What follows belongs to an exercise in optimizing a design on an open flow for small area; a production flow would make more cautious choices. At most, simulation tests tie the RTL to the original design; equivalence was not proved. For runs 1 and 7, only the layout was checked, not whether the RTL still works. Power is estimated from default activity; no workload was simulated. The flow treats the clock pin as an ideal source, which a real chip does not have.

### flow/run.sh
#!/bin/bash
# Standard ORFS layout with a leaner clock tree (no dummy loads), smaller
# port buffers, a denser floorplan.
# Every tool's output goes to a log here.
set -uo pipefail
export CTS_ARGS="-sink_clustering_enable -repair_clock_nets -dont_use_dummy_load -sink_clustering_size 30 -sink_clustering_max_diameter 100 -buf_list sky130_fd_sc_hd__clkbuf_16"
export BUFFER_PORTS_ARGS="-buffer_cell sky130_fd_sc_hd__buf_2"
bash standard.sh CORE_UTILIZATION=80 SLEW_MARGIN=10 CAP_MARGIN=10 finish > standard.log 2>&1
### standard.sh
#!/bin/bash
# synth_recipe.tcl (not shown) runs the flow's synth.tcl, then flattens the netlist and writes it again
# the make line also repeats each setting of config.mk as NAME=value (left out here)
make -C /OpenROAD-flow-scripts/flow DESIGN_CONFIG=/design/flow/config.mk WORK_HOME=/design/flow/orfs CLKGATE_MAP_FILE= SYNTH_SCRIPT=/design/flow/synth_recipe.tcl "${@:-finish}"
### config.mk
export PLATFORM = sky130hd
export DESIGN_NAME = payload_capture
export DESIGN_NICKNAME = payload_capture
export VERILOG_FILES = /design/flow/design.v
export SDC_FILE = /design/flow/constraint.sdc
export NUM_CORES = 4
export LEC_CHECK = 0
export CAP_MARGIN = 20
export CORE_MARGIN = 2
export CORE_UTILIZATION = 40
export CTS_BUF_LIST = sky130_fd_sc_hd__clkbuf_16
export CTS_CLUSTER_DIAMETER = 80
export CTS_CLUSTER_SIZE = 24
export SLEW_MARGIN = 20
### constraint.sdc
create_clock -name core_clock -period 8.0 [get_ports {Clk}]
set_input_delay 1.6000 -clock core_clock [delete_from_list [all_inputs] [get_ports {Clk}]]
set_output_delay 1.6000 -clock core_clock [all_outputs]
set_load 0.01 [all_outputs]
### design.v
module payload_capture #(
  parameter int DATA_W     = 16,
  parameter int FIFO_DEPTH = 64,
  parameter int ADDR_W     = 6,
  parameter int MAX_LEN    = 1024
) (
  input  logic              Clk,
  input  logic              rst,
  input  logic              valid_i,
  input  logic [DATA_W-1:0] r_i,
  input  logic [DATA_W-1:0] i_i,
  input  logic              detect_i,
  input  logic [15:0]       payload_length_i,
  output logic              out_valid_o,
  input  logic              out_ready_i,
  output logic [DATA_W-1:0] out_r_o,
  output logic [DATA_W-1:0] out_i_o,
  output logic              out_last_o,
  output logic              busy_o,
  output logic              done_o,
  output logic              len_err_o,
  output logic              overflow_o
);
  localparam int ENTRY_W = 2 * DATA_W + 1;
  localparam int CNT_W   = $clog2(MAX_LEN + 1);
  logic             busy;
  logic             done;
  logic [CNT_W-1:0] remaining;
  logic             len_err;
  logic             overflow;
  logic [ADDR_W:0]  wr_ptr;
  logic             rd_wrap;
  logic             ptr_eq;
  logic             fifo_empty;
  logic             fifo_full;
  logic             push_req;
  logic             push;
  logic             pop;
  logic             len_ok;
  logic             entry_last;
  logic [ENTRY_W-1:0] mem [FIFO_DEPTH];
  logic [ENTRY_W-1:0] head;
  assign len_ok = !payload_length_i[15] && (payload_length_i != 16'd0) &&
                  (payload_length_i[14:10] == 5'd0 || payload_length_i[14:0] == 15'd1024);
  assign ptr_eq     = !rd_lo_n[wr_ptr[2:0]] && !rd_hi_n[wr_ptr[5:3]];
  assign fifo_empty = ptr_eq && (wr_ptr[ADDR_W] == rd_wrap);
  assign fifo_full  = ptr_eq && (wr_ptr[ADDR_W] != rd_wrap);
  assign push_req   = busy && valid_i;
  assign pop        = !fifo_empty && out_ready_i;
  assign push       = push_req && (!fifo_full || pop);
  assign entry_last = (remaining == CNT_W'(1));
  always_ff @(posedge Clk or negedge rst) begin
    if (!rst) begin
      busy      <= 1'b0;
      done      <= 1'b0;
      remaining <= '0;
      len_err   <= 1'b0;
      overflow  <= 1'b0;
    end else begin
      done <= busy && valid_i && entry_last;
      if (!busy && !done && detect_i) begin
        len_err  <= !len_ok;
        overflow <= 1'b0;
        if (len_ok) begin
          busy      <= 1'b1;
          remaining <= payload_length_i[CNT_W-1:0];
        end
      end else if (busy && valid_i) begin
        remaining <= remaining - CNT_W'(1);
        if (entry_last) busy <= 1'b0;
        if (fifo_full && !pop) overflow <= 1'b1;
      end
    end
  end
  always_ff @(posedge Clk or negedge rst) begin
    if (!rst) begin
      wr_ptr <= '0;
    end else if (push) begin
      wr_ptr <= wr_ptr + 1'b1;
    end
  end
  always_ff @(posedge Clk) begin
    if (push) mem[wr_ptr[ADDR_W-1:0]] <= ~{entry_last, r_i, i_i};
  end
  logic [7:0] rd_lo_n;
  logic [7:0] rd_hi_n;
  always_ff @(posedge Clk or negedge rst) begin
    if (!rst) begin
      rd_lo_n <= 8'hFE;
      rd_hi_n <= 8'hFE;
      rd_wrap <= 1'b0;
    end else if (pop) begin
      rd_lo_n <= {rd_lo_n[6:0], rd_lo_n[7]};
      if (!rd_lo_n[7]) begin
        rd_hi_n <= {rd_hi_n[6:0], rd_hi_n[7]};
        if (!rd_hi_n[7]) rd_wrap <= !rd_wrap;
      end
    end
  end
  logic [ENTRY_W-1:0] grp_n [8];
  logic [ENTRY_W-1:0] head_n;
  always_comb begin
    for (int j = 0; j < 8; j++) begin
      grp_n[j] = '1;
      for (int i = 0; i < 8; i++) begin
        grp_n[j] = grp_n[j] & (mem[8*j+i] | {ENTRY_W{rd_lo_n[i]}});
      end
    end
    head_n = '1;
    for (int j = 0; j < 8; j++) begin
      head_n = head_n & (grp_n[j] | {ENTRY_W{rd_hi_n[j]}});
    end
    head = ~head_n;
  end
  assign out_valid_o = !fifo_empty;
  assign out_last_o  = head[ENTRY_W-1];
  assign out_r_o     = head[2*DATA_W-1:DATA_W];
  assign out_i_o     = head[DATA_W-1:0];
  assign busy_o     = busy;
  assign done_o     = done;
  assign len_err_o  = len_err;
  assign overflow_o = overflow;
endmodule
==> results.sh, run 1 <==
export IMPL_status="finished clean"
export IMPL_worstPathArrival_ns=4.78
export IMPL_setup_tns_ns=0
export IMPL_synth_edff_count=2112
export IMPL_worstSkewPairLatency_ns=0.71
export IMPL_ys_warn_count=2
export IMPL_dr_pass1_iters=8
export IMPL_power_mw=18.0
export IMPL_viasPerCell=8.46
export IMPL_path_clk_slew_ns=0.11
export IMPL_grt_pass1_wl_um=315000
export IMPL_drtIter0Drc=10127
export IMPL_vias=46503
export IMPL_hpwl_um=120000
export IMPL_cts_htree_levels=3
export IMPL_cts_buffers=81
export IMPL_crit_path_end_kind="output port"
export IMPL_crit_type="flip-flop to output port"
export IMPL_syn_area_per_cell_um2=18.3
export IMPL_io_pins=91
export IMPL_critPathLaunchType="flip-flop"
export IMPL_finalCritPeriodShare_pct=79.8
export IMPL_yosys_area_top_type_share_pct=82.8
export IMPL_final_nets=4284
export IMPL_die_h_um=313
export IMPL_synthesis_area_um2=76600
export IMPL_cts_setup_buffers=0
export IMPL_grt_pass1_vias=44268
export IMPL_ys_flop_type="edfxtp_1"
export IMPL_initial_core_util_pct=80.6
export IMPL_area_growth_pct=6.25
export IMPL_setup_viol=0
export IMPL_gp_congestion=0.926
export IMPL_drt_total_wl_um=225000
export IMPL_finalMaxSlewViolations=0
export IMPL_synth_most_common_cell="edfxtp_1"
export IMPL_post_route_min_period_ns=6.38
export IMPL_maxSlewHeadroom_pct=6.77
export IMPL_hp_class="flip-flop to flip-flop"
export IMPL_maxCapViolCount=0
export IMPL_io_buffers=90
export IMPL_overflow=0
export IMPL_grt_met3_usage_pct=13.6
export IMPL_die_x_um=313
export IMPL_synthArstFlopShare_pct=1.81
export IMPL_cts_root_buf="clkbuf_16"
export IMPL_dieArea_um2=98300
export IMPL_p_leak_nw=23.4
export IMPL_fmax_mhz=157
export IMPL_cts_hold_buf=0
export IMPL_post_cts_resize_count=0
export IMPL_worstPathRequired_ns=6.40
export IMPL_postRouteAntennaNets=0
export IMPL_power_density_nw_per_um2=221
export IMPL_met1_usage_pct=61.9
export IMPL_grtUsageMet2_pct=68.4
export IMPL_irDropWorstVdd_v=0.000269
export IMPL_synthTopCellsByArea="edfxtp_1 (83%), o22ai_1 (9.7%), nor4_1 (2.2%), dfrtp_1 (0.82%), buf_2 (0.81%)"
export IMPL_synth_seq_cells=2151
export IMPL_synth_cell_types=55
export IMPL_synthCells=4186
export IMPL_wire_per_inst_um=40.9
export IMPL_drive_gt1_share_pct=10.5
export IMPL_finalClockSkew_ns=0.0366
export IMPL_synth_seq_area_share_pct=84.1
export IMPL_rsz0062_at_grt="no"
export IMPL_cts_buffer_depth=3
export IMPL_synth_nets=4242
export IMPL_grt_max_degree=90
export IMPL_rows=113
export IMPL_drcViolationCount=0
export IMPL_synth_largest_area_cell="edfxtp_1"
export IMPL_final_hold_viol_count=0
export IMPL_nFillCells=3889
export IMPL_synth_common_cells="edfxtp_1 (2112), o22ai_1 (1190), nor4_1 (265)"
export IMPL_tightest_slew_ns=1.39
export IMPL_grt_busiest_layer="met2"
export IMPL_antenna_found_initial=10
export IMPL_cts_sink_count=2151
export IMPL_path_max_fanout=81
export IMPL_cts_tree="built"
export IMPL_core_um2=95000
export IMPL_track_usage_pct=46.1
kinds of logic after synthesis:
family	synth area share (%)
buffers and inverters	1.85
adder cells (fa/ha/maj)	0.0490
AND/OR/NAND/NOR	3.45
flip-flops	84.1
multiplexers	0.343
AO/OA/AOI/OAI	10.1
XOR/XNOR	0.0915
path summary, 6_finish.rpt:
kind	start	to	slack [ns]	depth (start not counted)
hold reg to reg	len_err	len_err	0.50	1
max in group asynchronous	rst	rd_lo_n[0]	6.29	1
setup / recovery	rd_lo_n[7]	out_i_o[13]	1.62	6
hold / removal	len_err	len_err	0.50	1
min in group asynchronous	rst	busy	1.05	1
setup reg to reg	rd_lo_n[6]	mem[13][4]	2.40	7
flip-flops by register name, indices dropped and copies added, names as in the netlist, 7 cells and up:
name and cells:
rd_hi_n 8, remaining 11, rd_lo_n 8, wr_ptr 7, mem 2112
cells in the final DEF (no fill, tap or decap), types with 7 or more instances in the layout:
cell       netlist  layout
or4_1           39      39
mux2_2          10      10
o21ai_0         12      12
edfxtp_1      2112    2112
dfrtp_1         25      23
o22ai_1       1190    1190
inv_1           38      35
nand2_1         12      12
buf_4            2     134
clkbuf_16        0      81
nor4_1         265     263
dfstp_4          0       7
mux2_4           8       8
buf_12           0      23
nand3_1         12      12
buf_2          124      91
a21oi_1         16      16
dfstp_2         14       7
nor2_4           0      64
nor2_1          73       9
through the flow:
stage | util, % | instances | hold WS [ns] | setup slack, ns | instance area [um2]
detailed placement | 83.5 | 5409 | 0.479 | 2.61 | 79400
global placement | 83.5 | 5406 | 0.473 | 2.68 | 79300
global route | 85.7 | 5491 | 0.518 | 1.77 | 81400
finish | 85.7 | 5494 | 0.501 | 1.62 | 81400
CTS | 85.7 | 5490 | 0.504 | 1.96 | 81400
floorplan | - | 4186 | 0.462 | 3.88 | 76600
where the power goes:
group / total (mW) / internal (mW) / switching (mW)
clock network: 4.89 / 1.83 / 3.06
logic: 0.537 / 0.118 / 0.420
registers: 12.5 / 12.5 / 0.0873
final cells by class:
cell class                      count  area [um2]  area share (%)
Inverter                           38         143           0.175
Timing Repair Buffer              248        1920            2.36
Tap cell                         1265        1580            1.94
Clock buffer                       81        2030            2.49
Antenna cell                        3        7.51         0.00922
Multi-Input combinational cell   1708       11300            13.9
Sequential cell                  2151       64400            79.2
metal layers:
layer,up-vias,part of all wire (%)
li1,17622,-
met1,22278,29
met2,5591,45
met3,1006,18
met4,6,7.6
met5,-,0.015
critical path, stage by stage (launching register included):
cell and delay, ns:
dfstp_4 1.07, buf_12 0.50, o22ai_1 0.17, nor4_1 1.18, o22ai_1 0.26, or4_1 0.66
buf_2 0.19
==> inputs of run 2 (changes only) <==
--- a/design.v
+++ b/design.v
@@ -81,5 +81,5 @@
   end
   always_ff @(posedge Clk) begin
-    if (push) mem[wr_ptr[ADDR_W-1:0]] <= ~{entry_last, r_i, i_i};
+    if (push) mem[wr_ptr[ADDR_W-1:0]] <= {entry_last, r_i, i_i};
   end
   logic [7:0] rd_lo_n;
@@ -98,18 +98,16 @@
     end
   end
-  logic [ENTRY_W-1:0] grp_n [8];
-  logic [ENTRY_W-1:0] head_n;
+  logic [ENTRY_W-1:0] grp [8];
   always_comb begin
     for (int j = 0; j < 8; j++) begin
-      grp_n[j] = '1;
+      grp[j] = '1;
       for (int i = 0; i < 8; i++) begin
-        grp_n[j] = grp_n[j] & (mem[8*j+i] | {ENTRY_W{rd_lo_n[i]}});
+        grp[j] = grp[j] & (mem[8*j+i] | {ENTRY_W{rd_lo_n[i]}});
       end
     end
-    head_n = '1;
+    head = '1;
     for (int j = 0; j < 8; j++) begin
-      head_n = head_n & (grp_n[j] | {ENTRY_W{rd_hi_n[j]}});
+      head = head & (grp[j] | {ENTRY_W{rd_hi_n[j]}});
     end
-    head = ~head_n;
   end
   assign out_valid_o = !fifo_empty;
==> flow/run.sh (replaced) <==
#!/bin/bash
# Standard ORFS layout with a leaner clock tree (no dummy loads), smaller
# port buffers, a denser floorplan.
# Every tool's output goes to a log here.
set -uo pipefail
export CTS_ARGS="-sink_clustering_enable -repair_clock_nets -dont_use_dummy_load -sink_clustering_size 16 -sink_clustering_max_diameter 60 -buf_list sky130_fd_sc_hd__clkbuf_8"
export BUFFER_PORTS_ARGS="-buffer_cell sky130_fd_sc_hd__buf_2"
bash standard.sh CORE_UTILIZATION=70 SLEW_MARGIN=10 CAP_MARGIN=10 finish > standard.log 2>&1
==> run 2 against run 1 <==
Sequential power hardly changed. First-iteration DRC count is 24% lower. Combinational power is 11% higher. Wire length is 1.9% higher. Worst setup slack worse by 0.36 ns. Register-to-register slack better by 0.40 ns. Synthesized area is 0.28% lower. Core utilization is 11 points lower. Flip-flop and latch count stayed put.
==> results.sh, run 2 <==
export IMPL_status="finished clean"
export IMPL_crit_type="flip-flop to output port"
export IMPL_synth_edff_count=2112
export IMPL_mostFrequentLayoutCells="edfxtp_1 (2112), o22ai_1 (1192), nor4_1 (297)"
export IMPL_postPlaceCellArea_um2=79000
export IMPL_synthCells=4168
export IMPL_synth_seq_cells=2151
export IMPL_hp_class="flip-flop to flip-flop"
export IMPL_maxCapViolCount=0
export IMPL_grt_busiest_layer="met2"
export IMPL_overflow=0
export IMPL_grt_max_degree=103
export IMPL_syn_area_per_cell_um2=18.3
export IMPL_synthAdderAreaFrac_pct=0.0491
export IMPL_final_hold_viol_count=0
export IMPL_slowest_delay_ns=1.13
export IMPL_drcViolationCount=0
export IMPL_worstSkewPairLatency_ns=0.90
export IMPL_finalMaxSlewViolations=0
export IMPL_final_nets=4298
export IMPL_grt_pass1_wl_um=317000
export IMPL_io_buffers=90
export IMPL_critPathLaunchType="flip-flop"
export IMPL_wire_per_inst_um=40.5
export IMPL_p_clk_share_pct=27.1
export IMPL_pwr_share_seq_pct=69.6
export IMPL_cts_root_buf="clkbuf_8"
export IMPL_drt_total_wl_um=229000
export IMPL_cell_internal_pwr_mw=14.4
export IMPL_grt_met3_usage_pct=10.7
export IMPL_rows=121
export IMPL_vias=44951
export IMPL_grt_pass1_vias=42576
export IMPL_post_route_min_period_ns=6.75
export IMPL_p_leak_nw=23.4
export IMPL_synth_most_common_cell="edfxtp_1"
export IMPL_setup_tns_ns=0
export IMPL_synthArstFlopShare_pct=1.81
export IMPL_cts_sink_count=2151
export IMPL_synth_area_mux_share_pct=0.329
export IMPL_path_clk_slew_ns=0.09
export IMPL_p_sw_mw=3.78
export IMPL_track_usage_pct=41.2
export IMPL_cts_buffers=154
export IMPL_final_seq_area_um2=64400
export IMPL_swShare_pct=20.8
export IMPL_post_cts_resize_count=0
export IMPL_worstPathRequired_ns=6.40
export IMPL_synth_cell_types=56
export IMPL_synthesis_area_um2=76400
export IMPL_synth_xor_area_share_pct=0.0917
export IMPL_maxSlewHeadroom_pct=6.63
export IMPL_finalCritPeriodShare_pct=84.3
export IMPL_irDropWorstVdd_v=0.000210
export IMPL_drive_gt1_share_pct=11.5
export IMPL_cts_htree_levels=4
export IMPL_hpwl_um=120000
export IMPL_synth_largest_area_cell="edfxtp_1"
export IMPL_slowest_stage="dfstp_4"
export IMPL_cts_tree="built"
export IMPL_path_max_fanout=55
export IMPL_worstPathArrival_ns=5.15
export IMPL_gp_congestion=0.876
export IMPL_area_growth_pct=6.27
export IMPL_cts_buffer_depth=3
export IMPL_grtUsageMet2_pct=61.9
export IMPL_crit_buf_inv=2
export IMPL_dr_pass1_iters=5
export IMPL_die_h_um=334
export IMPL_crit_path_end_kind="output port"
export IMPL_initial_core_util_pct=70.4
export IMPL_dieArea_um2=112000
export IMPL_core_um2=109000
export IMPL_dpl_cell_count=5498
export IMPL_postRouteAntennaNets=0
export IMPL_rsz0062_at_grt="no"
export IMPL_holdWs_ns=0.507
export IMPL_layout_commonest_cell="edfxtp_1"
export IMPL_tightest_slew_ns=1.39
export IMPL_cts_hold_buf=0
export IMPL_antenna_found_initial=18
export IMPL_synth_common_cells="edfxtp_1 (2112), o22ai_1 (1192), nor4_1 (299)"
export IMPL_cpLargestDelayFamily="simple AND/OR/NAND/NOR gates"
export IMPL_layout_cells_non_filler=5661
export IMPL_io_pins=91
export IMPL_nFillCells=6104
export IMPL_final_area_um2=81200
export IMPL_power_density_nw_per_um2=223
export IMPL_final_core_util_pct=74.8
export IMPL_ys_flop_type="edfxtp_1"
export IMPL_setup_viol=0
export IMPL_die_x_um=334
export IMPL_synth_nets=4224
export IMPL_drtIter0Drc=7683
export IMPL_synthTopCellsByArea="edfxtp_1 (83%), o22ai_1 (9.8%), nor4_1 (2.4%), clkbuf_1 (1.0%), dfrtp_1 (0.82%)"
export IMPL_cts_setup_buffers=0
export IMPL_multi_input_area_um2=11200
export IMPL_ys_warn_count=2
export IMPL_combPwrFrac_pct=3.3
export IMPL_synth_simple_area_share_pct=3.37
export IMPL_met1_usage_pct=58.2
export IMPL_viasPerCell=7.94
export IMPL_largest_register_ff_count=2112
export IMPL_fmax_mhz=148
export IMPL_synth_seq_area_share_pct=84.3
export IMPL_crit_chain="buf_4 > o22ai_1 > nor4_1 > o22ai_1 > nor4_1 > buf_2"
export IMPL_synth_compound_area_share_pct=10.2
export IMPL_yosys_area_top_type_share_pct=83.0
export IMPL_finalClockSkew_ns=0.0546
export IMPL_synth_top_family_by_area="compound AO/OA/AOI/OAI gates"
## run 2: path summary, 6_finish.rpt
kind,startpoint,cells past startpoint,endpoint,slack (ns)
max,rd_lo_n[1],6,out_r_o[15],1.25
min,len_err,1,len_err,0.51
max reg2reg,rd_lo_n[7],8,mem[32][18],2.80
min reg2reg,len_err,1,len_err,0.51
max in group asynchronous,rst,2,rd_lo_n[0],6.78
min in group asynchronous,rst,2,remaining[5],0.78
## run 2: per-layer routing
layer / part of all wire (%) / wire [um]
met5: 0.031 / 70
met4: 5.4 / 12300
met3: 15 / 35100
met2: 46 / 105000
met1: 34 / 77100
## run 2: area by class of cell
cell class	count	share of cell area (%)
Timing Repair Buffer	214	1.97
Antenna cell	7	0.0216
Sequential cell	2151	79.4
Multi-Input combinational cell	1712	13.8
Inverter	9	0.0416
Clock buffer	154	2.61
Tap cell	1414	2.18
## run 2: stage by stage
step                setup slack [ns]  total power, mW
floorplan                       2.97             13.1
global route                    1.43             18.5
finish                          1.25             18.1
detailed placement              2.42             13.4
CTS                             1.45             18.1
global placement                2.42             13.4
## run 2: cell families after synthesis
family	Yosys count
fa+ha+maj	3
compound gates	1235
xor+xnor	8
flops	2151
buf+inv	305
simple gates	443
mux	23
## run 2: power groups by stage
stage	sequential (mW)	combinational, mW	clock (mW)
finish	12.6	0.597	4.92
global route	12.6	0.631	5.28
CTS	12.6	0.581	4.90
detailed placement	12.9	0.581	0
global placement	12.9	0.549	0
floorplan	12.8	0.266	0
==> inputs of run 3 (changes only) <==
--- a/flow/run.sh
+++ b/flow/run.sh
@@ -6,3 +6,3 @@
 export CTS_ARGS="-sink_clustering_enable -repair_clock_nets -dont_use_dummy_load -sink_clustering_size 16 -sink_clustering_max_diameter 60 -buf_list sky130_fd_sc_hd__clkbuf_8"
 export BUFFER_PORTS_ARGS="-buffer_cell sky130_fd_sc_hd__buf_2"
-bash standard.sh CORE_UTILIZATION=70 SLEW_MARGIN=10 CAP_MARGIN=10 finish > standard.log 2>&1
+bash standard.sh CORE_UTILIZATION=70 SLEW_MARGIN=10 CAP_MARGIN=10 RECOVER_POWER=100 finish > standard.log 2>&1
==> run 3 against run 2 <==
The layout now fails its checks (max-capacitance violations, max-slew violations). Fmax is 10% lower. Die area stayed put. Combinational power is 8.4% lower. Via count is 0.52% higher. Core utilization is 0.55 points lower. First-iteration DRC count is 4.4% higher. Wire length hardly changed. Total power is 0.13% lower. Worst setup slack worse by 0.78 ns. Sequential power hardly changed. Synthesized area stayed put. Design area is 0.74% lower.
==> results.sh, run 3 <==
export IMPL_postRouteAntennaNets=0
export IMPL_cts_hold_buf=0
export IMPL_r2r_cells=8
export IMPL_setup_slack_ns=0.479
export IMPL_powerClk_mw=4.93
export IMPL_comb_power_uw=547
export IMPL_fmax_mhz=133
export IMPL_vias=45186
export IMPL_hp_start="wr_ptr[6]"
export IMPL_dieArea_um2=112000
export IMPL_path_max_fanout=99
export IMPL_io_buffers=90
export IMPL_hpwl_um=120000
export IMPL_crit_path_end_kind="flip-flop"
export IMPL_nFillCells=6241
export IMPL_cts_tree="built"
export IMPL_die_x_um=334
export IMPL_rsz0062_at_grt="no"
export IMPL_drtIter0Drc=8021
export IMPL_viasPerCell=7.98
export IMPL_io_pins=91
export IMPL_worstSkewPairLatency_ns=0.91
export IMPL_synth_edff_count=2112
export IMPL_cts_setup_buffers=0
export IMPL_combPwrFrac_pct=3.0
export IMPL_initial_core_util_pct=70.4
export IMPL_reg2reg_from="rd_lo_n[7]"
export IMPL_r2r_end="mem[14][1]"
export IMPL_tightest_slew_ns=3.33
export IMPL_dr_pass1_iters=8
export IMPL_gp_congestion=0.876
export IMPL_rows=121
export IMPL_pwr_share_seq_pct=69.8
export IMPL_track_usage_pct=41.2
export IMPL_wl_met3_um=35300
export IMPL_finalClockSkew_ns=0.0620
export IMPL_finalMaxSlewViolations=3237
export IMPL_final_nets=4298
export IMPL_path_clk_slew_ns=0.10
export IMPL_final_hold_viol_count=0
export IMPL_synthCells=4168
export IMPL_dpl_cell_count=5498
export IMPL_final_core_util_pct=74.3
export IMPL_postPlaceCellArea_um2=79000
export IMPL_power_density_nw_per_um2=225
export IMPL_synth_cell_types=56
export IMPL_largest_register_ff_count=2112
export IMPL_setup_tns_ns=0
export IMPL_synth_largest_area_cell="edfxtp_1"
export IMPL_synth_common_cells="edfxtp_1 (2112), o22ai_1 (1192), nor4_1 (299)"
export IMPL_post_cts_resize_count=0
export IMPL_crit_buf_inv=2
export IMPL_synth_seq_area_share_pct=84.3
export IMPL_top_power_group="sequential cells"
export IMPL_crit_chain="buf_12 > mux2i_1 > o22ai_1 > a2111o_1 > o21ai_0 > or3_1 > nor2_1 > buf_4"
export IMPL_irDropWorstVdd_v=0.000207
export IMPL_ys_flop_type="edfxtp_1"
export IMPL_maxCapViolCount=94
export IMPL_drive_gt1_share_pct=8.11
export IMPL_crit_type="flip-flop to flip-flop"
export IMPL_core_um2=109000
export IMPL_yosys_area_top_type_share_pct=83.0
export IMPL_mostFrequentLayoutCells="edfxtp_1 (2112), o22ai_1 (1192), nor4_1 (299)"
export IMPL_overflow=0
export IMPL_swShare_pct=20.7
export IMPL_grt_pass1_vias=42576
export IMPL_grt_pass1_wl_um=317000
export IMPL_antenna_found_initial=17
export IMPL_p_clk_share_pct=27.2
export IMPL_cell_internal_pwr_mw=14.4
export IMPL_route_top_layer_used="met5"
export IMPL_area_growth_pct=5.49
export IMPL_finalCritPeriodShare_pct=94.0
export IMPL_pre_cts_slack_ns=2.42
export IMPL_p_seq_mw=12.6
export IMPL_critPathLaunchType="flip-flop"
export IMPL_hold_path_end="wr_ptr[6]"
export IMPL_cts_buffer_depth=3
export IMPL_drt_met1_wl_um=77400
export IMPL_setup_viol=0
export IMPL_synth_seq_cells=2151
export IMPL_synthTopCellsByArea="edfxtp_1 (83%), o22ai_1 (9.8%), nor4_1 (2.4%), clkbuf_1 (1.0%), dfrtp_1 (0.82%)"
export IMPL_hp_class="flip-flop to flip-flop"
export IMPL_synth_nets=4224
export IMPL_final_area_um2=80600
export IMPL_drcViolationCount=0
export IMPL_multi_input_area_um2=10900
export IMPL_grt_max_degree=103
export IMPL_synthesis_area_um2=76400
export IMPL_post_route_min_period_ns=7.52
export IMPL_dr_wl_met2_um=104000
export IMPL_layout_cells_non_filler=5663
export IMPL_synth_most_common_cell="edfxtp_1"
export IMPL_p_leak_nw=23.0
export IMPL_cpLargestDelayFamily="simple AND/OR/NAND/NOR gates"
export IMPL_slowest_delay_ns=2.32
export IMPL_ys_warn_count=2
export IMPL_die_h_um=334
export IMPL_hold_depth=1
export IMPL_cp_startpoint="rd_lo_n[7]"
export IMPL_worstPathRequired_ns=8.57
export IMPL_cp_endpoint="mem[14][1]"
export IMPL_maxSlewHeadroom_pct=-122
export IMPL_cp_depth=8
export IMPL_layout_commonest_cell="edfxtp_1"
export IMPL_synthArstFlopShare_pct=1.81
export IMPL_cts_sink_count=2151
export IMPL_status="complete, but fails checks"
export IMPL_cts_root_buf="clkbuf_8"
export IMPL_slowest_stage="nor2_1"
export IMPL_syn_area_per_cell_um2=18.3
export IMPL_rrSetupSlack_ns=0.48
export IMPL_worstPathArrival_ns=8.09
export IMPL_final_seq_area_um2=64400
export IMPL_wire_per_inst_um=40.5
export IMPL_p_sw_mw=3.75
export IMPL_failed_checks="max-capacitance violations, max-slew violations"
export IMPL_cts_htree_levels=4
export IMPL_drt_total_wl_um=229000
export IMPL_cts_buffers=154
run 3: changes by cell type in the layout (fill, tap and decap cells not counted), moves of 5 or more:
cell / change
a21oi_1: +5
a21oi_2: -5
buf_2: -61
buf_4: -60
clkbuf_1: +94
clkbuf_2: +27
nor2_1: +28
nor2_2: +5
nor2_4: -33
nor3_1: +7
nor3_2: -7
run 3: how the worst max path moves through the flow:
| stage | startpoint | to | cells past startpoint | slack, ns |
|---|---|---|---|---|
| after floorplan | valid_i | mem[15][0] | 5 | 2.97 |
| after detailed placement | rd_lo_n[1] | out_r_o[15] | 6 | 2.42 |
| after CTS | rd_lo_n[1] | out_r_o[15] | 6 | 1.45 |
| after global placement | rd_lo_n[1] | out_r_o[15] | 6 | 2.42 |
run 3: kinds of logic (layout without fill, tap and decap cells):
group / count (synthesis) / after routing / share of synthesized area (%)
other: 0 / 9 / 0
multiplexers: 23 / 23 / 0.329
AND/OR/NAND/NOR: 443 / 443 / 3.37
adder cells (fa/ha/maj): 3 / 3 / 0.0491
flip-flops: 2151 / 2151 / 84.3
buffers and inverters: 305 / 377 / 1.64
AO/OA/AOI/OAI: 1235 / 1235 / 10.2
XOR/XNOR: 8 / 8 / 0.0917
run 3: metrics by stage:
step | total power, mW | hold slack [ns]
floorplan | 13.1 | 0.462
global placement | 13.4 | 0.480
detailed placement | 13.4 | 0.491
CTS | 18.1 | 0.503
global route | 18.5 | 0.511
finish | 18.1 | 0.507
run 3: power groups by stage:
stage | clock network [mW] | logic [mW] | registers (mW)
after floorplan | 0 | 0.266 | 12.8
after global placement | 0 | 0.549 | 12.9
after detailed placement | 0 | 0.581 | 12.9
after CTS | 4.90 | 0.581 | 12.6
run 3: cell type report:
class                           count  area share [%]
Antenna cell                        9          0.0279
Clock buffer                      154            2.63
Inverter                            9          0.0419
Multi-Input combinational cell   1712            13.5
Sequential cell                  2151            80.0
Tap cell                         1414            2.20
Timing Repair Buffer              214            1.65
run 3: per-layer routing:
layer / GRT usage, % / vias up
met2: 61.9 / 4251
met5: 0 / -
met1: 58.2 / 22567
met3: 10.7 / 706
met4: 18.7 / 8
li1: - / 17654
==> inputs of run 4 (changes only) <==
==> flow/run.sh (replaced) <==
#!/bin/bash
# Standard ORFS layout with a leaner clock tree (no dummy loads), smaller
# port buffers, a denser floorplan.
# Every tool's output goes to a log here.
set -uo pipefail
export CTS_ARGS="-sink_clustering_enable -repair_clock_nets -dont_use_dummy_load -sink_clustering_size 28 -sink_clustering_max_diameter 100 -buf_list sky130_fd_sc_hd__clkbuf_16"
export BUFFER_PORTS_ARGS="-buffer_cell sky130_fd_sc_hd__buf_2"
bash standard.sh CORE_UTILIZATION=70 SLEW_MARGIN=0 CAP_MARGIN=0 finish > standard.log 2>&1
==> run 4 against run 3 <==
The layout still fails its checks (max-capacitance violations, max-slew violations). Synthesized area unchanged. Non-clock buffer count down 2. Clock skew is 0.015 ns lower. Combinational power is 8.8% higher. Worst setup slack gained 0.90 ns. Critical path depth fell by 2. Worst hold slack improved by 0.0025 ns. Flip-flop and latch count unchanged. Critical path type is now flip-flop to output port.
==> results.sh, run 4 <==
export IMPL_grt_max_degree=103
export IMPL_rows=121
export IMPL_drive_gt1_share_pct=10.0
export IMPL_failed_checks="max-capacitance violations, max-slew violations"
export IMPL_syn_area_per_cell_um2=18.3
export IMPL_cts_root_buf="clkbuf_16"
export IMPL_gp_congestion=0.876
export IMPL_status="complete, but fails checks"
export IMPL_synth_largest_area_cell="edfxtp_1"
export IMPL_crit_path_end_kind="output port"
export IMPL_io_pins=91
export IMPL_die_x_um=334
export IMPL_rrSetupSlack_ns=2.80
export IMPL_critPathLaunchType="flip-flop"
export IMPL_dieArea_um2=112000
export IMPL_hold_depth=1
export IMPL_p_leak_nw=23.4
export IMPL_irDropWorstVdd_v=0.000203
export IMPL_synthArstFlopShare_pct=1.81
export IMPL_maxCapViolCount=1
export IMPL_final_nets=4228
export IMPL_worstPathRequired_ns=6.40
export IMPL_wire_per_inst_um=40.8
export IMPL_path_clk_slew_ns=0.10
export IMPL_cts_htree_levels=3
export IMPL_grt_pass1_vias=41877
export IMPL_cts_tree="built"
export IMPL_hold_path_end="len_err"
export IMPL_yosys_area_top_type_share_pct=83.0
export IMPL_ys_warn_count=2
export IMPL_synth_seq_area_share_pct=84.3
export IMPL_ys_flop_type="edfxtp_1"
export IMPL_antenna_found_initial=19
export IMPL_synth_most_common_cell="edfxtp_1"
export IMPL_tightest_slew_ns=1.51
export IMPL_synth_nets=4224
export IMPL_synth_edff_count=2112
export IMPL_layout_commonest_cell="edfxtp_1"
export IMPL_r2r_cells=8
export IMPL_drcViolationCount=0
export IMPL_viasPerCell=8.00
export IMPL_area_growth_pct=6.23
export IMPL_synthCells=4168
export IMPL_drtIter0Drc=8280
export IMPL_power_density_nw_per_um2=225
export IMPL_vias=44738
export IMPL_cts_buffers=86
export IMPL_cts_sink_count=2151
export IMPL_setup_tns_ns=0
export IMPL_mostFrequentLayoutCells="edfxtp_1 (2112), o22ai_1 (1192), nor4_1 (298)"
export IMPL_track_usage_pct=40.9
export IMPL_path_max_fanout=55
export IMPL_cts_setup_buffers=0
export IMPL_hp_class="flip-flop to flip-flop"
export IMPL_finalMaxSlewViolations=2
export IMPL_cts_buffer_depth=3
export IMPL_hp_start="len_err"
export IMPL_nFillCells=6110
export IMPL_post_cts_resize_count=0
export IMPL_synthesis_area_um2=76400
export IMPL_postPlaceCellArea_um2=79000
export IMPL_worstPathArrival_ns=5.02
export IMPL_synthTopCellsByArea="edfxtp_1 (83%), o22ai_1 (9.8%), nor4_1 (2.4%), clkbuf_1 (1.0%), dfrtp_1 (0.82%)"
export IMPL_finalClockSkew_ns=0.0472
export IMPL_crit_type="flip-flop to output port"
export IMPL_postRouteAntennaNets=0
export IMPL_cts_hold_buf=0
export IMPL_synth_common_cells="edfxtp_1 (2112), o22ai_1 (1192), nor4_1 (299)"
export IMPL_rsz0062_at_grt="no"
export IMPL_final_area_um2=81200
export IMPL_core_um2=109000
export IMPL_largest_register_ff_count=2112
export IMPL_grt_pass1_wl_um=315000
export IMPL_overflow=0
export IMPL_io_buffers=90
export IMPL_maxSlewHeadroom_pct=-1.71
export IMPL_hpwl_um=120000
export IMPL_synth_seq_cells=2151
export IMPL_initial_core_util_pct=70.4
export IMPL_drt_total_wl_um=228000
export IMPL_fmax_mhz=151
export IMPL_setup_viol=0
export IMPL_synth_cell_types=56
export IMPL_final_hold_viol_count=0
export IMPL_post_route_min_period_ns=6.62
export IMPL_finalCritPeriodShare_pct=82.7
export IMPL_r2r_end="mem[8][23]"
export IMPL_reg2reg_from="rd_lo_n[7]"
export IMPL_die_h_um=334
export IMPL_dr_pass1_iters=7
export IMPL_worstSkewPairLatency_ns=0.73
run 4: cell types whose count changed in the layout (fill, tap and decap cells not counted), sizes merged:
cell    before  now
diode        9    5
clkbuf     275   86
buf         93  212
run 4: critical path, stage by stage (launching register included):
cell     delay (ns)
dfstp_4        1.12
buf_4          0.57
o22ai_1        0.21
nor4_1         0.87
o22ai_1        0.22
nor4_1         0.97
buf_2          0.29
run 4: cells by family (layout without fill, tap and decap cells):
kind of cell             after synthesis  count (layout)  share of synthesized area [%]
AO/OA/AOI/OAI                       1235            1235                           10.2
XOR/XNOR                               8               8                         0.0917
adder cells (fa/ha/maj)                3               3                         0.0491
buffers and inverters                305             307                           1.64
flip-flops                          2151            2151                           84.3
multiplexers                          23              23                          0.329
other                                  0               5                              0
AND/OR/NAND/NOR                      443             443                           3.37
run 4: layout make-up:
cell class	count	area (um2)	area share, %
multi-input cells	1712	11200	13.8
repair buffers	212	1540	1.90
inverters	9	33.8	0.0416
flip-flops and latches	2151	64400	79.4
clock buffers	86	2150	2.65
diodes	5	12.5	0.0154
well taps	1414	1770	2.18
run 4: how the worst max path moves through the flow:
| stage | startpoint | endpoint | slack (ns) | depth (start not counted) |
|---|---|---|---|---|
| floorplan | valid_i | mem[15][0] | 2.97 | 5 |
| finish | rd_lo_n[1] | out_r_o[15] | 1.38 | 6 |
| global route | rd_lo_n[1] | out_r_o[15] | 1.42 | 6 |
| detailed placement | rd_lo_n[1] | out_r_o[15] | 2.44 | 6 |
| global placement | rd_lo_n[1] | out_r_o[15] | 2.42 | 6 |
| CTS | rd_lo_n[0] | out_r_o[13] | 1.67 | 7 |
run 4: routing by layer:
| metal | global-route usage, % | wire length [um] | up-vias |
|---|---|---|---|
| met5 | 0 | 62 | - |
| li1 | - | - | 17539 |
| met2 | 61.3 | 104000 | 4199 |
| met3 | 10.3 | 35300 | 610 |
| met4 | 18.3 | 12100 | 10 |
| met1 | 58.3 | 76200 | 22380 |
run 4: per-stage QoR:
stage                     hold WS [ns]  total power [mW]  instances  setup WS [ns]  util [%]
after floorplan                  0.462              13.1       4168           2.97         -
after global placement           0.480              13.4       5498           2.42      72.8
after detailed placement         0.493              13.4       5498           2.44      72.8
after CTS                        0.508              18.2       5584           1.67      74.8
after global routing             0.530              18.6       5587           1.42      74.8
final                            0.510              18.3       5589           1.38      74.8
run 4: where the power goes:
| part | internal (mW) | switching, mW | total (mW) |
|---|---|---|---|
| Sequential | 12.5 | 0.104 | 12.6 |
| Clock | 1.94 | 3.12 | 5.06 |
| Combinational | 0.115 | 0.480 | 0.595 |
==> inputs of run 5 (changes only) <==
--- a/flow/run.sh
+++ b/flow/run.sh
@@ -6,3 +6,3 @@
 export CTS_ARGS="-sink_clustering_enable -repair_clock_nets -dont_use_dummy_load -sink_clustering_size 28 -sink_clustering_max_diameter 100 -buf_list sky130_fd_sc_hd__clkbuf_16"
 export BUFFER_PORTS_ARGS="-buffer_cell sky130_fd_sc_hd__buf_2"
-bash standard.sh CORE_UTILIZATION=70 SLEW_MARGIN=0 CAP_MARGIN=0 finish > standard.log 2>&1
+bash standard.sh CORE_UTILIZATION=70 SLEW_MARGIN=10 CAP_MARGIN=10 finish > standard.log 2>&1
==> run 5 against run 4 <==
Now clean on timing, DRC and antenna. Design area about the same. Total power decreased by 0.17%. Sequential power is essentially flat. Sequential share of layout area about the same. Global-route usage decreased by 0.067 points.
==> results.sh, run 5 <==
export IMPL_dr_pass1_iters=6
export IMPL_ys_flop_type="edfxtp_1"
export IMPL_rsz0062_at_grt="no"
export IMPL_antenna_found_initial=18
export IMPL_dieArea_um2=112000
export IMPL_worstPathArrival_ns=4.89
export IMPL_hp_class="flip-flop to flip-flop"
export IMPL_wl_met3_um=34300
export IMPL_crit_path_end_kind="output port"
export IMPL_finalClockSkew_ns=0.0446
export IMPL_p_clk_share_pct=27.6
export IMPL_path_max_fanout=55
export IMPL_gp_congestion=0.876
export IMPL_layout_commonest_cell="edfxtp_1"
export IMPL_cts_tree="built"
export IMPL_postRouteAntennaNets=0
export IMPL_layout_cells_non_filler=5591
export IMPL_synth_seq_cells=2151
export IMPL_core_um2=109000
export IMPL_cts_buffer_depth=3
export IMPL_slowest_stage="dfstp_4"
export IMPL_post_cts_resize_count=0
export IMPL_synth_most_common_cell="edfxtp_1"
export IMPL_power_density_nw_per_um2=225
export IMPL_worstSkewPairLatency_ns=0.72
export IMPL_slowest_delay_ns=1.13
export IMPL_area_growth_pct=6.29
export IMPL_power_mw=18.2
export IMPL_path_clk_slew_ns=0.10
export IMPL_yosys_area_top_type_share_pct=83.0
export IMPL_final_area_um2=81200
export IMPL_irDropWorstVdd_v=0.000244
export IMPL_combPwrFrac_pct=3.3
export IMPL_synthArstFlopShare_pct=1.81
export IMPL_initial_core_util_pct=70.4
export IMPL_synth_largest_area_cell="edfxtp_1"
export IMPL_crit_type="flip-flop to output port"
export IMPL_die_x_um=334
export IMPL_cts_hold_buf=0
export IMPL_io_pins=91
export IMPL_dpl_cell_count=5498
export IMPL_setup_tns_ns=0
export IMPL_maxCapViolCount=0
export IMPL_holdWs_ns=0.510
export IMPL_route_top_layer_used="met5"
export IMPL_grt_max_degree=103
export IMPL_tightest_slew_ns=1.37
export IMPL_drive_gt1_share_pct=10.1
export IMPL_final_hold_viol_count=0
export IMPL_track_usage_pct=40.8
export IMPL_dr_wl_met2_um=103000
export IMPL_maxSlewHeadroom_pct=8.74
export IMPL_ys_warn_count=2
export IMPL_drt_total_wl_um=228000
export IMPL_hpwl_um=120000
export IMPL_wire_per_inst_um=40.7
export IMPL_status="finished clean"
export IMPL_cts_root_buf="clkbuf_16"
export IMPL_overflow=0
export IMPL_grt_pass1_wl_um=315000
export IMPL_synth_cell_types=56
export IMPL_post_route_min_period_ns=6.49
export IMPL_synth_nets=4224
export IMPL_p_leak_nw=23.4
export IMPL_viasPerCell=7.99
export IMPL_fmax_mhz=154
export IMPL_io_buffers=90
export IMPL_synth_seq_area_share_pct=84.3
export IMPL_postPlaceCellArea_um2=79000
export IMPL_cpLargestDelayFamily="simple AND/OR/NAND/NOR gates"
export IMPL_syn_area_per_cell_um2=18.3
export IMPL_finalCritPeriodShare_pct=81.1
export IMPL_setup_viol=0
export IMPL_crit_buf_inv=2
export IMPL_pwr_share_seq_pct=69.2
export IMPL_largest_register_ff_count=2112
export IMPL_drtIter0Drc=8251
export IMPL_rows=121
export IMPL_vias=44661
export IMPL_crit_chain="buf_4 > o22ai_1 > nor4_1 > o22ai_1 > nor4_1 > buf_2"
export IMPL_grt_pass1_vias=41913
export IMPL_worstPathRequired_ns=6.40
export IMPL_die_h_um=334
export IMPL_final_nets=4230
export IMPL_synth_edff_count=2112
export IMPL_swShare_pct=20.2
export IMPL_final_core_util_pct=74.8
export IMPL_cts_setup_buffers=0
export IMPL_critPathLaunchType="flip-flop"
export IMPL_pre_cts_slack_ns=2.42
export IMPL_synth_common_cells="edfxtp_1 (2112), o22ai_1 (1192), nor4_1 (299)"
export IMPL_cts_sink_count=2151
export IMPL_cell_internal_pwr_mw=14.6
export IMPL_synthesis_area_um2=76400
export IMPL_setup_slack_ns=1.51
export IMPL_mostFrequentLayoutCells="edfxtp_1 (2112), o22ai_1 (1192), nor4_1 (297)"
export IMPL_synthCells=4168
export IMPL_drcViolationCount=0
export IMPL_p_sw_mw=3.68
export IMPL_drt_met1_wl_um=76300
export IMPL_finalMaxSlewViolations=0
export IMPL_cts_htree_levels=3
export IMPL_synthTopCellsByArea="edfxtp_1 (83%), o22ai_1 (9.8%), nor4_1 (2.4%), clkbuf_1 (1.0%), dfrtp_1 (0.82%)"
export IMPL_cts_buffers=86
## run 5: cell types whose count changed in the layout (fill, tap and decap cells not counted), sizes merged
cell,before,now
buf,212,214
## run 5: kinds of logic (layout without fill, tap and decap cells)
family / after synthesis / after routing / share of synthesized area [%]
mux: 23 / 23 / 0.329
buf+inv: 305 / 309 / 1.64
fa+ha+maj: 3 / 3 / 0.0491
flops: 2151 / 2151 / 84.3
simple gates: 443 / 443 / 3.37
xor+xnor: 8 / 8 / 0.0917
other cells: 0 / 5 / 0
compound gates: 1235 / 1235 / 10.2
## run 5: area by class of cell
class / count / area, um2
Fill cell: 6127 / 27300
Sequential cell: 2151 / 64400
Clock buffer: 86 / 2150
Multi-Input combinational cell: 1712 / 11200
Tap cell: 1414 / 1770
Inverter: 9 / 33.8
Timing Repair Buffer: 214 / 1580
Antenna cell: 5 / 12.5
## run 5: path summary, 6_finish.rpt
path,start,to,slack (ns),cells after the start
max,rd_lo_n[1],out_r_o[15],1.51,6
min,len_err,len_err,0.51,1
max reg2reg,rd_lo_n[7],mem[32][25],2.87,8
min reg2reg,len_err,len_err,0.51,1
max in group asynchronous,rst,rd_hi_n[0],6.60,2
min in group asynchronous,rst,remaining[5],0.95,2
## run 5: power groups by stage
stage | Combinational (mW) | Sequential, mW | Clock [mW]
final | 0.595 | 12.6 | 5.03
after global routing | 0.629 | 12.6 | 5.37
after CTS | 0.582 | 12.6 | 5.01
after detailed placement | 0.581 | 12.9 | 0
after global placement | 0.549 | 12.9 | 0
after floorplan | 0.266 | 12.8 | 0
## run 5: metal layers
metal / global-route usage, % / vias to the layer above
met1: 58.1 / 22391
met2: 61.1 / 4024
met4: 19.3 / 10
met5: 0 / -
li1: - / 17540
met3: 9.79 / 696
==> inputs of run 6 (changes only) <==
==> flow/run.sh (replaced) <==
#!/bin/bash
# Standard ORFS layout with a leaner clock tree (no dummy loads), smaller
# port buffers, a denser floorplan.
# Every tool's output goes to a log here.
set -uo pipefail
export CTS_ARGS="-sink_clustering_enable -repair_clock_nets -dont_use_dummy_load -sink_clustering_size 16 -sink_clustering_max_diameter 60 -buf_list sky130_fd_sc_hd__clkbuf_8"
export BUFFER_PORTS_ARGS="-buffer_cell sky130_fd_sc_hd__buf_2"
export POST_GLOBAL_ROUTE_TCL="$PWD/flow/post_grt.tcl"
bash standard.sh CORE_UTILIZATION=70 SLEW_MARGIN=10 CAP_MARGIN=10 RECOVER_POWER=100 finish > standard.log 2>&1
==> flow/post_grt.tcl (new file) <==
# Power recovery downsizes cells without regard to slew; repair slew and
# capacitance again with global-route parasitics, then refresh the routes.
global_route -start_incremental
repair_design -slew_margin 10 -cap_margin 10 -match_cell_footprint -verbose
detailed_placement
global_route -end_incremental
estimate_parasitics -global_routing
report_check_types -max_slew -max_capacitance -violators
write_guides $::env(RESULTS_DIR)/route.guide
==> run 6 against run 5 <==
Still clean on timing, DRC and antenna. Worst hold slack lost 0.0017 ns. Sequential share of layout area shrank 0.65 points. Via count grew 1.5%. Total power shrank 0.52%. Fmax shrank 7.7%. Count of clock-buffer cells in the layout grew 68. Sequential power is essentially flat. Wire length grew 0.97%. Core utilization grew 0.61 points. Die area is the same. Largest power group unchanged.
==> results.sh, run 6 <==
export IMPL_synthTopCellsByArea="edfxtp_1 (83%), o22ai_1 (9.8%), nor4_1 (2.4%), clkbuf_1 (1.0%), dfrtp_1 (0.82%)"
export IMPL_ys_warn_count=2
export IMPL_crit_type="flip-flop to output port"
export IMPL_cts_setup_buffers=0
export IMPL_slowest_delay_ns=1.40
export IMPL_synth_seq_cells=2151
export IMPL_swShare_pct=20.8
export IMPL_p_clk_share_pct=27.1
export IMPL_crit_chain="buf_12 > o22ai_1 > nor4_1 > o22ai_1 > nor4_1 > clkbuf_1"
export IMPL_synthArstFlopShare_pct=1.81
export IMPL_postRouteAntennaNets=0
export IMPL_wire_per_inst_um=40.2
export IMPL_cts_sink_count=2151
export IMPL_hp_class="flip-flop to flip-flop"
export IMPL_p_leak_nw=23.7
export IMPL_cts_buffer_depth=3
export IMPL_setup_slack_ns=0.970
export IMPL_gp_congestion=0.876
export IMPL_rows=121
export IMPL_largest_register_ff_count=2112
export IMPL_die_x_um=334
export IMPL_synth_top_family_by_area="compound AO/OA/AOI/OAI gates"
export IMPL_worstPathRequired_ns=6.40
export IMPL_hpwl_um=120000
export IMPL_area_growth_pct=7.16
export IMPL_yosys_area_top_type_share_pct=83.0
export IMPL_status="finished clean"
export IMPL_synthesis_area_um2=76400
export IMPL_ys_flop_type="edfxtp_1"
export IMPL_finalMaxSlewViolations=0
export IMPL_finalClockSkew_ns=0.0599
export IMPL_final_hold_viol_count=0
export IMPL_core_um2=109000
export IMPL_critPathLaunchType="flip-flop"
export IMPL_p_sw_mw=3.77
export IMPL_synth_nets=4224
export IMPL_crit_path_end_kind="output port"
export IMPL_synth_cell_types=56
export IMPL_post_route_min_period_ns=7.03
export IMPL_antenna_found_initial=17
export IMPL_cts_root_buf="clkbuf_8"
export IMPL_drtIter0Drc=8317
export IMPL_viasPerCell=7.93
export IMPL_drt_total_wl_um=230000
export IMPL_grt_pass1_wl_um=317000
export IMPL_pre_cts_slack_ns=2.42
export IMPL_cpLargestDelayFamily="simple AND/OR/NAND/NOR gates"
export IMPL_synth_most_common_cell="edfxtp_1"
export IMPL_synth_xor_area_share_pct=0.0917
export IMPL_irDropWorstVdd_v=0.000211
export IMPL_power_mw=18.1
export IMPL_postPlaceCellArea_um2=79000
export IMPL_cts_htree_levels=4
export IMPL_mostFrequentLayoutCells="edfxtp_1 (2112), o22ai_1 (1192), nor4_1 (297)"
export IMPL_cell_internal_pwr_mw=14.4
export IMPL_synthCells=4168
export IMPL_slowest_stage="dfstp_1"
export IMPL_synth_seq_area_share_pct=84.3
export IMPL_final_area_um2=81900
export IMPL_synth_simple_area_share_pct=3.37
export IMPL_cts_tree="built"
export IMPL_layout_commonest_cell="edfxtp_1"
export IMPL_path_max_fanout=102
export IMPL_power_density_nw_per_um2=222
export IMPL_cts_buffers=154
export IMPL_combPwrFrac_pct=3.4
export IMPL_grt_max_degree=103
export IMPL_synthAdderAreaFrac_pct=0.0491
export IMPL_drive_gt1_share_pct=11.1
export IMPL_initial_core_util_pct=70.4
export IMPL_overflow=0
export IMPL_setup_viol=0
export IMPL_fmax_mhz=142
export IMPL_final_core_util_pct=75.4
export IMPL_maxCapViolCount=0
export IMPL_track_usage_pct=41.2
export IMPL_dr_pass1_iters=6
export IMPL_die_h_um=334
export IMPL_worstPathArrival_ns=5.43
export IMPL_final_nets=4348
export IMPL_drcViolationCount=0
export IMPL_synth_area_mux_share_pct=0.329
export IMPL_path_clk_slew_ns=0.10
export IMPL_crit_buf_inv=2
export IMPL_cts_hold_buf=0
export IMPL_setup_tns_ns=0
export IMPL_finalCritPeriodShare_pct=87.9
export IMPL_synth_edff_count=2112
export IMPL_io_buffers=90
export IMPL_synth_common_cells="edfxtp_1 (2112), o22ai_1 (1192), nor4_1 (299)"
export IMPL_dieArea_um2=112000
export IMPL_tightest_slew_ns=1.37
export IMPL_worstSkewPairLatency_ns=0.91
export IMPL_maxSlewHeadroom_pct=7.86
export IMPL_pwr_share_seq_pct=69.5
export IMPL_post_cts_resize_count=0
export IMPL_synth_largest_area_cell="edfxtp_1"
export IMPL_io_pins=91
export IMPL_vias=45313
export IMPL_grt_pass1_vias=42576
export IMPL_syn_area_per_cell_um2=18.3
export IMPL_synth_compound_area_share_pct=10.2
==> run 6: cell counts after synthesis <==
No cell type changed its count.
==> run 6: final timing paths <==
check / startpoint / slack [ns] / depth (start not counted) / end
max in group asynchronous: rst / 6.75 / 3 / rd_hi_n[5]
worst min register to register: wr_ptr[6] / 0.51 / 1 / wr_ptr[6]
worst max-delay path: rd_lo_n[7] / 0.97 / 6 / out_r_o[15]
min in group asynchronous: rst / 0.68 / 2 / remaining[7]
worst min-delay path: wr_ptr[6] / 0.51 / 1 / wr_ptr[6]
worst max register to register: rd_lo_n[7] / 1.74 / 8 / mem[33][11]
==> run 6: metrics by stage <==
step / cells / hold slack [ns]
2_1_floorplan: 4168 / 0.462
3_3_place_gp: 5498 / 0.480
3_5_place_dp: 5498 / 0.491
4_1_cts: 5652 / 0.503
6_report: 5715 / 0.509
==> run 6: power by group through the flow <==
stage	clock (mW)	combinational, mW	sequential (mW)
floorplan	0	0.266	12.8
CTS	4.90	0.581	12.6
global placement	0	0.549	12.9
detailed placement	0	0.581	12.9
finish	4.93	0.610	12.6
==> run 6: area by class of cell <==
| cell class | count | area (um2) |
|---|---|---|
| Antenna cell | 11 | 27.5 |
| Clock buffer | 154 | 2120 |
| Fill cell | 6068 | 26700 |
| Inverter | 9 | 33.8 |
| Multi-Input combinational cell | 1712 | 11000 |
| Sequential cell | 2151 | 64400 |
| Tap cell | 1414 | 1770 |
| Timing Repair Buffer | 264 | 2470 |
==> run 6: logic make-up (layout without fill, tap and decap cells) <==
| logic type | Yosys count | after routing |
|---|---|---|
| multiplexers | 23 | 23 |
| AO/OA/AOI/OAI | 1235 | 1235 |
| flip-flops | 2151 | 2151 |
| other | 0 | 11 |
| AND/OR/NAND/NOR | 443 | 443 |
| adder cells (fa/ha/maj) | 3 | 3 |
| XOR/XNOR | 8 | 8 |
| buffers and inverters | 305 | 427 |
==> run 6: worst reg2reg max path: stages, from the launching register on <==
cell and delay (ns):
dfstp_1 1.40, buf_12 0.57, mux2i_1 0.30, o22ai_1 0.29, a2111o_1 0.21, o21ai_2 0.26, or4_1 0.80, nor2_1 0.88
clkbuf_2 1.08
==> run 6: routing by layer <==
metal / share of wire (%) / vias to the layer above / track usage, %
met2: 46 / 4245 / 61.9
li1: - / 17764 / -
met4: 5.0 / 6 / 18.7
met3: 15 / 639 / 10.7
met5: 0.016 / - / 0
met1: 34 / 22659 / 58.2
==> inputs of run 7 (changes only) <==
--- a/design.v
+++ b/design.v
@@ -39,5 +39,5 @@
   logic             len_ok;
   logic             entry_last;
-  logic [ENTRY_W-1:0] mem [FIFO_DEPTH];
+  logic [FIFO_DEPTH*ENTRY_W-1:0] mem;
   logic [ENTRY_W-1:0] head;
   assign len_ok = !payload_length_i[15] && (payload_length_i != 16'd0) &&
@@ -80,6 +80,21 @@
     end
   end
+  logic [ENTRY_W-1:0]    din;
+  logic                  wr_slot_free;
+  logic [FIFO_DEPTH-1:0] row_clr;
+  logic [FIFO_DEPTH-1:0] row_we;
+  assign din          = {entry_last, r_i, i_i};
+  assign wr_slot_free = !fifo_full || push;
+  always_comb begin
+    row_clr = '0;
+    row_we  = '0;
+    row_clr[wr_ptr[ADDR_W-1:0]] = wr_slot_free;
+    row_we[wr_ptr[ADDR_W-1:0]]  = push;
+  end
   always_ff @(posedge Clk) begin
-    if (push) mem[wr_ptr[ADDR_W-1:0]] <= {entry_last, r_i, i_i};
+    for (int k = 0; k < FIFO_DEPTH; k++) begin
+      mem[k*ENTRY_W +: ENTRY_W] <= (mem[k*ENTRY_W +: ENTRY_W] & {ENTRY_W{!row_clr[k]}}) |
+                                   (din & {ENTRY_W{row_we[k]}});
+    end
   end
   logic [7:0] rd_lo_n;
@@ -103,5 +118,5 @@
       grp[j] = '1;
       for (int i = 0; i < 8; i++) begin
-        grp[j] = grp[j] & (mem[8*j+i] | {ENTRY_W{rd_lo_n[i]}});
+        grp[j] = grp[j] & (mem[(8*j+i)*ENTRY_W +: ENTRY_W] | {ENTRY_W{rd_lo_n[i]}});
       end
     end
==> flow/run.sh (replaced) <==
#!/bin/bash
# Standard ORFS layout with a leaner clock tree (no dummy loads), smaller
# port buffers, a denser floorplan.
# Every tool's output goes to a log here.
set -uo pipefail
export CTS_ARGS="-sink_clustering_enable -repair_clock_nets -dont_use_dummy_load -sink_clustering_size 16 -sink_clustering_max_diameter 60 -buf_list sky130_fd_sc_hd__clkbuf_8"
export BUFFER_PORTS_ARGS="-buffer_cell sky130_fd_sc_hd__buf_2"
bash standard.sh CORE_UTILIZATION=70 SLEW_MARGIN=10 CAP_MARGIN=10 finish > standard.log 2>&1
removed: flow/post_grt.tcl
==> run 7 against run 6 <==
The layout now fails its checks (max-capacitance violations, max-slew violations). Design area rose by 0.23%. Sequential share of layout area fell by 26 points. First-iteration DRC count rose by 55%. Worst hold slack got worse by 0.037 ns. Total power rose by 28%. Critical path type unchanged. Largest power group unchanged.
==> results.sh, run 7 <==
export IMPL_vias=73416
export IMPL_hold_depth=1
export IMPL_cts_buffer_depth=3
export IMPL_drtIter0Drc=12919
export IMPL_power_density_nw_per_um2=283
export IMPL_ys_warn_count=2
export IMPL_synth_nets=7420
export IMPL_r2r_cells=8
export IMPL_crit_path_end_kind="output port"
export IMPL_cts_root_buf="clkbuf_8"
export IMPL_path_clk_slew_ns=0.10
export IMPL_p_leak_nw=25.9
export IMPL_tightest_slew_ns=1.57
export IMPL_irDropWorstVdd_v=0.000276
export IMPL_finalMaxSlewViolations=9
export IMPL_cts_htree_levels=4
export IMPL_finalCritPeriodShare_pct=91.7
export IMPL_synthTopCellsByArea="dfxtp_1 (54%), o2bb2ai_1 (13%), a22o_1 (10%), o22ai_1 (9.5%), clkbuf_1 (2.5%)"
export IMPL_yosys_area_top_type_share_pct=53.8
export IMPL_core_um2=111000
export IMPL_largest_register_ff_count=2112
export IMPL_post_route_min_period_ns=7.34
export IMPL_dr_pass1_iters=10
export IMPL_post_cts_resize_count=0
export IMPL_grt_pass1_vias=69522
export IMPL_cts_sink_count=2151
export IMPL_ys_flop_type="dfxtp_1"
export IMPL_hpwl_um=187000
export IMPL_nFillCells=7974
export IMPL_drive_gt1_share_pct=9.43
export IMPL_cts_setup_buffers=0
export IMPL_failed_checks="max-capacitance violations, max-slew violations"
export IMPL_synth_cell_types=67
export IMPL_synth_most_common_cell="dfxtp_1"
export IMPL_gp_congestion=0.957
export IMPL_rrSetupSlack_ns=2.83
export IMPL_grt_max_degree=84
export IMPL_layout_commonest_cell="dfxtp_1"
export IMPL_setup_tns_ns=0
export IMPL_cts_hold_buf=0
export IMPL_rsz0062_at_grt="no"
export IMPL_finalClockSkew_ns=0.0468
export IMPL_reg2reg_from="rd_lo_n[6]"
export IMPL_cts_tree="built"
export IMPL_setup_viol=0
export IMPL_die_h_um=339
export IMPL_synth_seq_cells=2151
export IMPL_grt_pass1_wl_um=479000
export IMPL_wire_per_inst_um=39.5
export IMPL_synth_seq_area_share_pct=55.1
export IMPL_path_max_fanout=49
export IMPL_maxSlewHeadroom_pct=-5.48
export IMPL_track_usage_pct=55.9
export IMPL_cts_buffers=155
export IMPL_layout_cells_non_filler=8497
export IMPL_rows=122
export IMPL_initial_core_util_pct=70.8
export IMPL_crit_type="flip-flop to output port"
export IMPL_mostFrequentLayoutCells="dfxtp_1 (2112), o2bb2ai_1 (1209), o22ai_1 (1188)"
export IMPL_r2r_end="mem[1020]"
export IMPL_syn_area_per_cell_um2=10.7
export IMPL_final_nets=7038
export IMPL_status="complete, but fails checks"
export IMPL_postRouteAntennaNets=0
export IMPL_area_growth_pct=4.46
export IMPL_dpl_cell_count=8308
export IMPL_synthCells=7363
export IMPL_critPathLaunchType="flip-flop"
export IMPL_maxCapViolCount=5
export IMPL_worstPathRequired_ns=6.40
export IMPL_synthArstFlopShare_pct=1.81
export IMPL_io_pins=91
export IMPL_antenna_found_initial=37
export IMPL_overflow=0
export IMPL_synth_largest_area_cell="dfxtp_1"
export IMPL_drcViolationCount=0
export IMPL_final_hold_viol_count=0
export IMPL_viasPerCell=8.64
export IMPL_worstPathArrival_ns=5.74
export IMPL_synthesis_area_um2=78600
export IMPL_drt_total_wl_um=335000
export IMPL_synth_edff_count=0
export IMPL_io_buffers=90
export IMPL_hp_class="flip-flop to flip-flop"
export IMPL_cp_startpoint="rd_lo_n[7]"
export IMPL_final_seq_area_um2=43300
export IMPL_dieArea_um2=115000
export IMPL_multi_input_area_um2=32300
export IMPL_hp_start="mem[2019]"
export IMPL_hold_path_end="mem[2019]"
export IMPL_synth_common_cells="dfxtp_1 (2112), o2bb2ai_1 (1209), o22ai_1 (1189)"
export IMPL_fmax_mhz=136
export IMPL_worstSkewPairLatency_ns=0.93
export IMPL_die_x_um=339
[run 7: cell types whose count changed in the layout (fill, tap and decap cells not counted), sizes merged, moves of 17 or more]
cell,before,now
a22o,0,901
buf,143,305
clkbuf,275,156
dfxtp,0,2112
diode,11,30
edfxtp,2112,0
nand2,18,373
nand3,9,79
nor2,67,131
nor3,11,28
o2bb2ai,0,1209
[run 7: power breakdown]
| group | internal (mW) | switching [mW] |
|---|---|---|
| Combinational | 1.49 | 3.54 |
| Sequential | 12.2 | 0.906 |
| Clock | 1.74 | 3.39 |
| Total | 15.4 | 7.84 |
[run 7: per-layer routing]
metal	routed length (um)	share of wire [%]	vias to the layer above	track usage, %
met5	389	0.12	-	0.0833
met4	30200	9.0	32	38.9
met3	66100	20	2380	30.0
met2	128000	38	7839	75.2
met1	111000	33	34755	68.1
li1	-	-	28410	-
[run 7: per-stage QoR]
stage	hold slack (ns)	setup slack, ns	cell area (um2)	util [%]	power, mW
final	0.472	0.661	82100	73.9	23.2
after global routing	0.481	1.06	82000	73.9	23.7
after CTS	0.470	1.32	81900	73.8	22.7
after detailed placement	0.447	2.30	79700	71.9	17.9
after global placement	0.444	2.26	79700	71.8	17.8
after floorplan	0.433	4.23	78600	-	16.0
[run 7: kinds of logic (layout without fill, tap and decap cells)]
kind of cell	Yosys count	after routing	share of synthesized area, %
AO/OA/AOI/OAI	3354	3354	33.5
flip-flops	2151	2151	55.1
AND/OR/NAND/NOR	965	965	6.14
buffers and inverters	855	471	4.63
multiplexers	24	24	0.428
XOR/XNOR	10	10	0.121
adder cells (fa/ha/maj)	4	4	0.0637
other	0	30	0
[run 7: area by class of cell]
class | instances | area share [%]
sequential | 2151 | 52.8
multi-input combinational | 4357 | 39.4
timing repair buffer | 306 | 2.81
clock buffer | 155 | 2.60
tap | 1488 | 2.27
antenna | 30 | 0.0915
inverter | 10 | 0.0457
[run 7: worst max-delay path by stage]
stage	end	slack (ns)	cells after the start
2_1_floorplan	out_i_o[5]	4.23	7
3_3_place_gp	out_r_o[9]	2.26	7
3_5_place_dp	out_r_o[13]	2.30	8
4_1_cts	out_r_o[13]	1.32	8
5_1_grt	out_r_o[13]	1.06	8
6_report	out_r_o[13]	0.66	8
[run 7: critical path: stages (launching register included)]
cell and delay, ns:
dfstp_4 1.20, buf_12 0.39, buf_4 0.37, o22ai_1 0.13, nor4_1 1.14, o22ai_1 0.21, nor4_1 0.93, buf_4 0.23
buf_2 0.12

## what the ideal ports hide
The flow's constraints put no driver on any port. The routed layouts listed below were extracted and timed again, unchanged, in two steps.
Step 1 sets driving cells, clkbuf_16 on the clock port and buf_2 on the other inputs (assumed; they add their load-dependent delay and slew).
Step 2 also shifts input and output timing later by t, the mid clock arrival at the registers, as if the neighbouring blocks saw the same clock.
Three values: no drivers, after step 1, after step 2; two values: the first two.
run | t, ns | setup WS [ns] | hold WS [ns]
run 1 | 0.768 | 1.618 / 1.538 / 2.305 | 0.501 / 0.501 / 0.501
run 2 | 0.955 | 1.255 / 1.178 / 2.133 | 0.507 / 0.507 / 0.507
run 3 | 0.954 | 0.479 / 0.479 / 0.479 | 0.507 / 0.507 / 0.507
run 4 | 0.784 | 1.383 / 1.307 / 2.091 | 0.510 / 0.510 / 0.510
run 5 | 0.773 | 1.511 / 1.433 / 2.206 | 0.510 / 0.510 / 0.510
run 6 | 0.957 | 0.970 / 0.893 / 1.737 | 0.509 / 0.509 / 0.509
run 7 | 0.983 | 0.661 / 0.584 / 1.567 | 0.472 / 0.472 / 0.472
